This design comes from an exercise in tuning for small area on the open sky130 flow, not from production work. RTL that was checked went through simulation tests only; none was proved equivalent to the original.

==> job 5223: inputs <==
Design mem_tester_top, start of the top module:
module mem_tester_top #(
   parameter int sweep_beats = 1048576
) (
   input  logic                          ui_clk,
   input  logic                          resetn,
   input  logic                          calib_done,
   input  logic                          app_rdy,
   input  logic                          app_wdf_rdy,
   input  logic                          app_rd_data_valid,
   input  logic [256-1:0] app_rd_data,
   output logic                          app_en,
   output logic [2:0]                    app_cmd,
   output logic [28-1:0] app_addr,
   output logic                          app_wdf_wren,
   output logic [256-1:0] app_wdf_data,
   output logic                          led_pass,
   output logic                          led_fail,
   output logic                          led_calib,
   output logic [32-1:0]    sweep_count
);
==> module test_sequencer, before the edit <==
module test_sequencer (
   input  logic       ui_clk,
   input  logic       resetn,
   input  logic       calib_done,
   input  logic       app_rdy,
   input  logic       app_wdf_rdy,
   input  logic       rd_valid,
   input  logic       rd_match,
   output logic       app_en,
   output logic [2:0] app_cmd,
   output logic       app_wdf_wren,
   output logic       led_fail,
   output logic       beat_pass,
   output logic       advance
);
   localparam logic [3:0] S_IDLE  = 4'd0;
   localparam logic [3:0] S_WRITE = 4'd5;
   localparam logic [3:0] S_WR_CE = 4'd14;
   localparam logic [3:0] S_WR_C  = 4'd4;
   localparam logic [3:0] S_WR_D  = 4'd12;
   localparam logic [3:0] S_WR_X  = 4'd13;
   localparam logic [3:0] S_READ  = 4'd8;
   localparam logic [3:0] S_RD_C  = 4'd3;
   localparam logic [3:0] S_RD_W  = 4'd2;
   localparam logic [3:0] S_CHK_P = 4'd6;
   localparam logic [3:0] S_CHK_F = 4'd1;
   localparam logic [3:0] S_CHK_V = 4'd11;
   localparam logic [3:0] S_PARK  = 4'd7;
   logic [3:0] state;
   logic [3:0] next;
   always_comb begin
      next = state;
      case (state)
         S_IDLE:  if (calib_done) next = S_WRITE;
         S_WRITE: if (app_rdy && app_wdf_rdy) next = S_WR_CE;
         S_WR_CE: begin
            if (app_rdy && app_wdf_rdy) next = S_WR_X;
            else if (app_rdy)           next = S_WR_D;
            else if (app_wdf_rdy)       next = S_WR_C;
         end
         S_WR_C:  if (app_rdy) next = S_WR_X;
         S_WR_D:  if (app_wdf_rdy) next = S_WR_X;
         S_WR_X:  next = S_READ;
         S_READ:  if (app_rdy) next = S_RD_C;
         S_RD_C:  if (app_rdy) next = S_RD_W;
         S_RD_W:  if (rd_valid) next = rd_match ? S_CHK_P : S_CHK_F;
         S_CHK_P: next = S_CHK_V;
         S_CHK_F: next = S_PARK;
         S_CHK_V: next = S_WRITE;
         S_PARK:  next = S_PARK;
         default: next = S_IDLE;
      endcase
   end
   always_ff @(posedge ui_clk or negedge resetn) begin
      if (!resetn) begin
         state <= S_IDLE;
      end else begin
         state <= next;
      end
   end
   assign app_en       = (state == S_WR_CE) || (state == S_WR_C) || (state == S_RD_C);
   assign app_wdf_wren = (state == S_WR_CE) || (state == S_WR_D);
   assign app_cmd      = {2'b00, state == S_RD_C};
   assign led_fail     = (state == S_PARK);
   assign beat_pass    = (state == S_CHK_P);
   assign advance      = (state == S_CHK_V);
endmodule
clock: 10.0 ns
lec_check: 0
cap_margin: 20
core_area: 2 2 198 198
cts_buf_list: sky130_fd_sc_hd__clkbuf_8
die_area: 0 0 200 200
place_density: 0.9
slew_margin: 20
synth_hierarchical: 1
standard.sh (not shown) runs the stock make flow with config.mk's settings and CLKGATE_MAP_FILE= SYNTH_SCRIPT=/design/flow/synth_recipe.tcl, a recipe that flattens the netlist after the stock synthesis.
==> flow/flow/run.sh <==
#!/bin/bash
# Layout flow. Synthesis is ORFS's (hierarchical, as config.mk asks), run
# without its adder extraction and with each of a few area-mapping ABC scripts
# in place of ORFS's own; in each run the module pattern_rom (combinational)
# is replaced by its own best area mapping. The smallest netlist whose
# registers match the standard synthesis's is laid out by the standard flow,
# with 1x buffers on the ports.
set -euo pipefail
W=$(pwd)
R=$W/orfs/results/$FLOW_PLATFORM/mem_tester_top/base
LIB=$FLOW_HOME/platforms/$FLOW_PLATFORM/lib/sky130_fd_sc_hd__tt_025C_1v80.lib
DU=$(tr '\n' ' ' < $W/flow/dont_use.txt)

# standard synthesis: the reference registers, and the fallback netlist
bash standard.sh synth > $W/std_synth.log 2>&1
cp $R/1_2_yosys.v $W/std_1_2_yosys.v

regs() { grep -oE "sky130_fd_sc_hd__(df|edf|sdf|dlx|dlr|dlc|sdl)[a-z0-9_]* +[^ ]+" $1 | sort; }
# the whole design's area (the top module's own line when the synthesis is flat)
area() {
   local a
   a=$(sed -n "s/^ *Chip area for top module '\\\\$2': \([0-9.]*\).*/\1/p" $1 | head -1)
   [[ -n $a ]] || a=$(sed -n "s/^ *Chip area for module '\\\\$2': \([0-9.]*\).*/\1/p" $1 | head -1)
   echo $a
}
less() { python3 -c "import sys; sys.exit(0 if float('$1') < float('$2') else 1)"; }
regs $W/std_1_2_yosys.v > $W/regs_std.txt
: > $W/synth_choice.txt

# pattern_rom on its own with each ROM script; keep the smallest
rom=""; rom_area=1e99
for s in $W/flow/rom/*.script; do
   n=$(basename $s .script)
   if ROM_DESIGN=$W/design.v ROM_SCRIPT=$s ROM_OUT=$W/$n.v LIB_FILE=$LIB DONT_USE="$DU" \
         yosys -c $W/flow/rom_map.tcl > $W/$n.log 2>&1; then
      a=$(area $W/$n.v.stat pattern_rom)
      echo "$n: $a" >> $W/synth_choice.txt
      if [[ -n $a ]] && less $a $rom_area; then rom=$W/$n.v; rom_area=$a; fi
   else
      echo "$n: failed" >> $W/synth_choice.txt
   fi
done
echo "pattern_rom: $rom ($rom_area)" >> $W/synth_choice.txt

# the design with each area script, in its own ORFS work folder
for s in $W/flow/abc*.script; do
   n=$(basename $s .script)
   rm -rf $W/scripts_$n $W/orfs_$n
   cp -r $FLOW_HOME/scripts $W/scripts_$n
   cp $s $W/scripts_$n/abc_area.script
   sed -i 's#^\(\s*\)log_cmd abc {\*}\$abc_args$#&\n\1source $::env(SWAP_TCL)#' $W/scripts_$n/synth.tcl
   grep -q 'SWAP_TCL' $W/scripts_$n/synth.tcl
   sed "s#WORK_HOME=[^ ]*#WORK_HOME=$W/orfs_$n#" standard.sh > $W/std_$n.sh
   ( ROM_NETLIST=$rom SWAP_TCL=$W/flow/swap.tcl \
        bash $W/std_$n.sh ABC_AREA=1 ADDER_MAP_FILE= SCRIPTS_DIR=$W/scripts_$n synth \
        > $W/synth_$n.log 2>&1 || true ) &
done
wait

best=$W/std_1_2_yosys.v
best_area=$(area $W/orfs/reports/$FLOW_PLATFORM/mem_tester_top/base/synth_stat.txt $FLOW_TOP)
echo "standard: $best_area" >> $W/synth_choice.txt
for s in $W/flow/abc*.script; do
   n=$(basename $s .script)
   v=$W/orfs_$n/results/$FLOW_PLATFORM/mem_tester_top/base/1_2_yosys.v
   st=$W/orfs_$n/reports/$FLOW_PLATFORM/mem_tester_top/base/synth_stat.txt
   [[ -f $v && -f $st ]] || { echo "$n: failed" >> $W/synth_choice.txt; continue; }
   regs $v > $W/regs_$n.txt
   a=$(area $st $FLOW_TOP)
   if ! cmp -s $W/regs_std.txt $W/regs_$n.txt; then
      echo "$n: $a, registers differ" >> $W/synth_choice.txt; continue
   fi
   echo "$n: $a" >> $W/synth_choice.txt
   if less $a $best_area; then best=$v; best_area=$a; fi
done
echo "chosen: $best ($best_area)" >> $W/synth_choice.txt

if [[ $best != $W/std_1_2_yosys.v ]]; then
   cp $best $R/1_2_yosys.v
   rm -f $R/1_synth.odb $R/1_synth.sdc
fi

BUFFER_PORTS_ARGS="-buffer_cell sky130_fd_sc_hd__buf_1" bash standard.sh finish > $W/layout.log 2>&1
Other scripts of this flow, unchanged in this note and not shown: flow/flow/abc1.script, flow/flow/abc2.script, flow/flow/abc3.script, flow/flow/abc4.script, flow/flow/dont_use.txt, flow/flow/rom/rom1.script, flow/flow/rom/rom2.script, flow/flow/rom/rom3.script, flow/flow/rom_map.tcl, flow/flow/swap.tcl
==> job 1147: changes against job 5223 <==
--- a/flow/design.v
+++ b/flow/design.v
@@ -112,18 +112,19 @@
    output logic       advance
 );
    localparam logic [3:0] S_IDLE  = 4'd0;
-   localparam logic [3:0] S_WRITE = 4'd5;
-   localparam logic [3:0] S_WR_CE = 4'd14;
-   localparam logic [3:0] S_WR_C  = 4'd4;
-   localparam logic [3:0] S_WR_D  = 4'd12;
-   localparam logic [3:0] S_WR_X  = 4'd13;
-   localparam logic [3:0] S_READ  = 4'd8;
-   localparam logic [3:0] S_RD_C  = 4'd3;
-   localparam logic [3:0] S_RD_W  = 4'd2;
-   localparam logic [3:0] S_CHK_P = 4'd6;
+   localparam logic [3:0] S_WRITE = 4'd10;
+   localparam logic [3:0] S_WR_CE = 4'd9;
+   localparam logic [3:0] S_WR_C  = 4'd3;
+   localparam logic [3:0] S_WR_D  = 4'd7;
+   localparam logic [3:0] S_WR_X  = 4'd15;
+   localparam logic [3:0] S_READ  = 4'd11;
+   localparam logic [3:0] S_RD_C  = 4'd2;
+   localparam logic [3:0] S_RD_W  = 4'd12;
+   localparam logic [3:0] S_CHK_P = 4'd8;
    localparam logic [3:0] S_CHK_F = 4'd1;
-   localparam logic [3:0] S_CHK_V = 4'd11;
-   localparam logic [3:0] S_PARK  = 4'd7;
+   localparam logic [3:0] S_CHK_V = 4'd14;
+   localparam logic [3:0] S_PARK  = 4'd5;
+   localparam logic [3:0] S_CHK_VV = 4'd6;
    logic [3:0] state;
    logic [3:0] next;
    always_comb begin
@@ -142,9 +143,10 @@
          S_READ:  if (app_rdy) next = S_RD_C;
          S_RD_C:  if (app_rdy) next = S_RD_W;
          S_RD_W:  if (rd_valid) next = rd_match ? S_CHK_P : S_CHK_F;
-         S_CHK_P: next = S_CHK_V;
+         S_CHK_P: next = (rd_valid && rd_match) ? S_CHK_VV : S_CHK_V;
          S_CHK_F: next = S_PARK;
          S_CHK_V: next = S_WRITE;
+         S_CHK_VV: next = S_WRITE;
          S_PARK:  next = S_PARK;
          default: next = S_IDLE;
       endcase
@@ -160,8 +162,8 @@
    assign app_wdf_wren = (state == S_WR_CE) || (state == S_WR_D);
    assign app_cmd      = {2'b00, state == S_RD_C};
    assign led_fail     = (state == S_PARK);
-   assign beat_pass    = (state == S_CHK_P);
-   assign advance      = (state == S_CHK_V);
+   assign beat_pass    = (state == S_CHK_P) || (state == S_CHK_VV);
+   assign advance      = (state == S_CHK_V) || (state == S_CHK_VV);
 endmodule
 module result_checker (
    input  logic                          ui_clk,
--- a/flow/flow/run.sh
+++ b/flow/flow/run.sh
@@ -4,7 +4,7 @@
 # in place of ORFS's own; in each run the module pattern_rom (combinational)
 # is replaced by its own best area mapping. The smallest netlist whose
 # registers match the standard synthesis's is laid out by the standard flow,
-# with 1x buffers on the ports.
+# with 1x buffers on the ports and 1x/2x buffers for the layout's repairs.
 set -euo pipefail
 W=$(pwd)
 R=$W/orfs/results/$FLOW_PLATFORM/mem_tester_top/base
@@ -80,4 +80,6 @@
    rm -f $R/1_synth.odb $R/1_synth.sdc
 fi
 
-BUFFER_PORTS_ARGS="-buffer_cell sky130_fd_sc_hd__buf_1" bash standard.sh finish > $W/layout.log 2>&1
+# the layout repairs with 1x and 2x buffers only
+DU_LAYOUT="$DU sky130_fd_sc_hd__inv_6 sky130_fd_sc_hd__inv_8 sky130_fd_sc_hd__inv_12 sky130_fd_sc_hd__inv_16 sky130_fd_sc_hd__buf_4 sky130_fd_sc_hd__buf_6 sky130_fd_sc_hd__buf_8 sky130_fd_sc_hd__buf_12 sky130_fd_sc_hd__buf_16 sky130_fd_sc_hd__bufbuf_8 sky130_fd_sc_hd__bufbuf_16"
+BUFFER_PORTS_ARGS="-buffer_cell sky130_fd_sc_hd__buf_1" bash standard.sh "DONT_USE_CELLS=$DU_LAYOUT" finish > $W/layout.log 2>&1
--- a/flow/config.mk
+++ b/flow/config.mk
@@ -8,7 +8,9 @@
 export CAP_MARGIN = 20
 export CORE_AREA = 2 2 198 198
 export CTS_BUF_LIST = sky130_fd_sc_hd__clkbuf_8
+export CTS_CLUSTER_DIAMETER = 50
+export CTS_CLUSTER_SIZE = 10
 export DIE_AREA = 0 0 200 200
-export PLACE_DENSITY = 0.9
+export PLACE_DENSITY = 0.85
 export SLEW_MARGIN = 20
 export SYNTH_HIERARCHICAL = 1
==> qor summary <==
metric                                                                             job 5223                 job 1147
Measured slew at the worst slew-check pin                                           1.16 ns                  1.24 ns
Placed standard-cell area                                                        0.0119 mm²               0.0118 mm²
Arrival time at the worst endpoint                                                  5.01 ns                  7.65 ns
Clock skew                                                                        0.0101 ns                0.0149 ns
Initial DRC count                                                                      2546                     2415
Count of plain and timing-repair buffers                                                612                      621
Core utilization of the finished layout                                               31.8%                    31.6%
Number of placed instances, taps included                                              2644                     2657
Top routing layer in use                                                               met4                     met5
Netlist area before placement                                                   0.00884 mm²              0.00887 mm²
Initial standard-cell utilization of the core                                         23.4%                    23.5%
R2R setup slack                                                                     3.27 ns                  2.53 ns
Wl on met1                                                                          28.5 mm                  28.6 mm
Total buffers and inverters traversed by the critical path                                6                        3
Result of the run                                                  timing/DRC/antenna clean  timing/DRC/antenna clean
Avg Vias per Cell                                                                      5.93                     5.91
Largest net degree at the start of global routing                                       137                       80
Routed wl met3                                                                      9.65 mm                  10.5 mm
Number of antenna violations at the first check in global routing                         8                        6
Setup slack after layout                                                            2.99 ns                  2.53 ns
Sum of met2 wire segment lengths after detailed routing                             33.2 mm                  33.1 mm
Global Route Usage Sum                                                                36.5%                    36.9%
Worst hold slack                                                                   0.506 ns                 0.512 ns
Cell with the biggest individual delay on the critical path        sky130_fd_sc_hd__o22ai_1  sky130_fd_sc_hd__nor2_1
Number of nets in the final layout                                                     2402                     2415
For job 5223, only the layout was checked, not whether the RTL still works.

-- static timing again, ports no longer ideal --
No port has a modelled driver above. Below, the same layouts with a new extraction and two added sets of constraints.
Step 1 assumes that a clkbuf_16 drives the clock port and a buf_2 every other input.
Step 2, shift: input delay + t, output delay - t, t = (earliest + latest rising clock arrival at the registers) / 2. This alone moves slack from input paths to output paths.
Three values: ideal ports, drivers, drivers and shift; two values: the first two.
| run | t, ns | setup slack, ns | worst hold slack (ns) | clock arrival spread, ns | pins driven straight from the clock port |
|---|---|---|---|---|---|
| job 5223 | 0.347 | 2.993 / 2.965 / 3.267 | 0.506 / 0.506 / 0.506 | 0.010 / 0.010 | 1 |
| job 1147 | 0.341 | 2.531 / 2.531 / 2.531 | 0.512 / 0.512 / 0.512 | 0.015 / 0.014 | 1 |
After both steps every run listed still meets setup and hold.
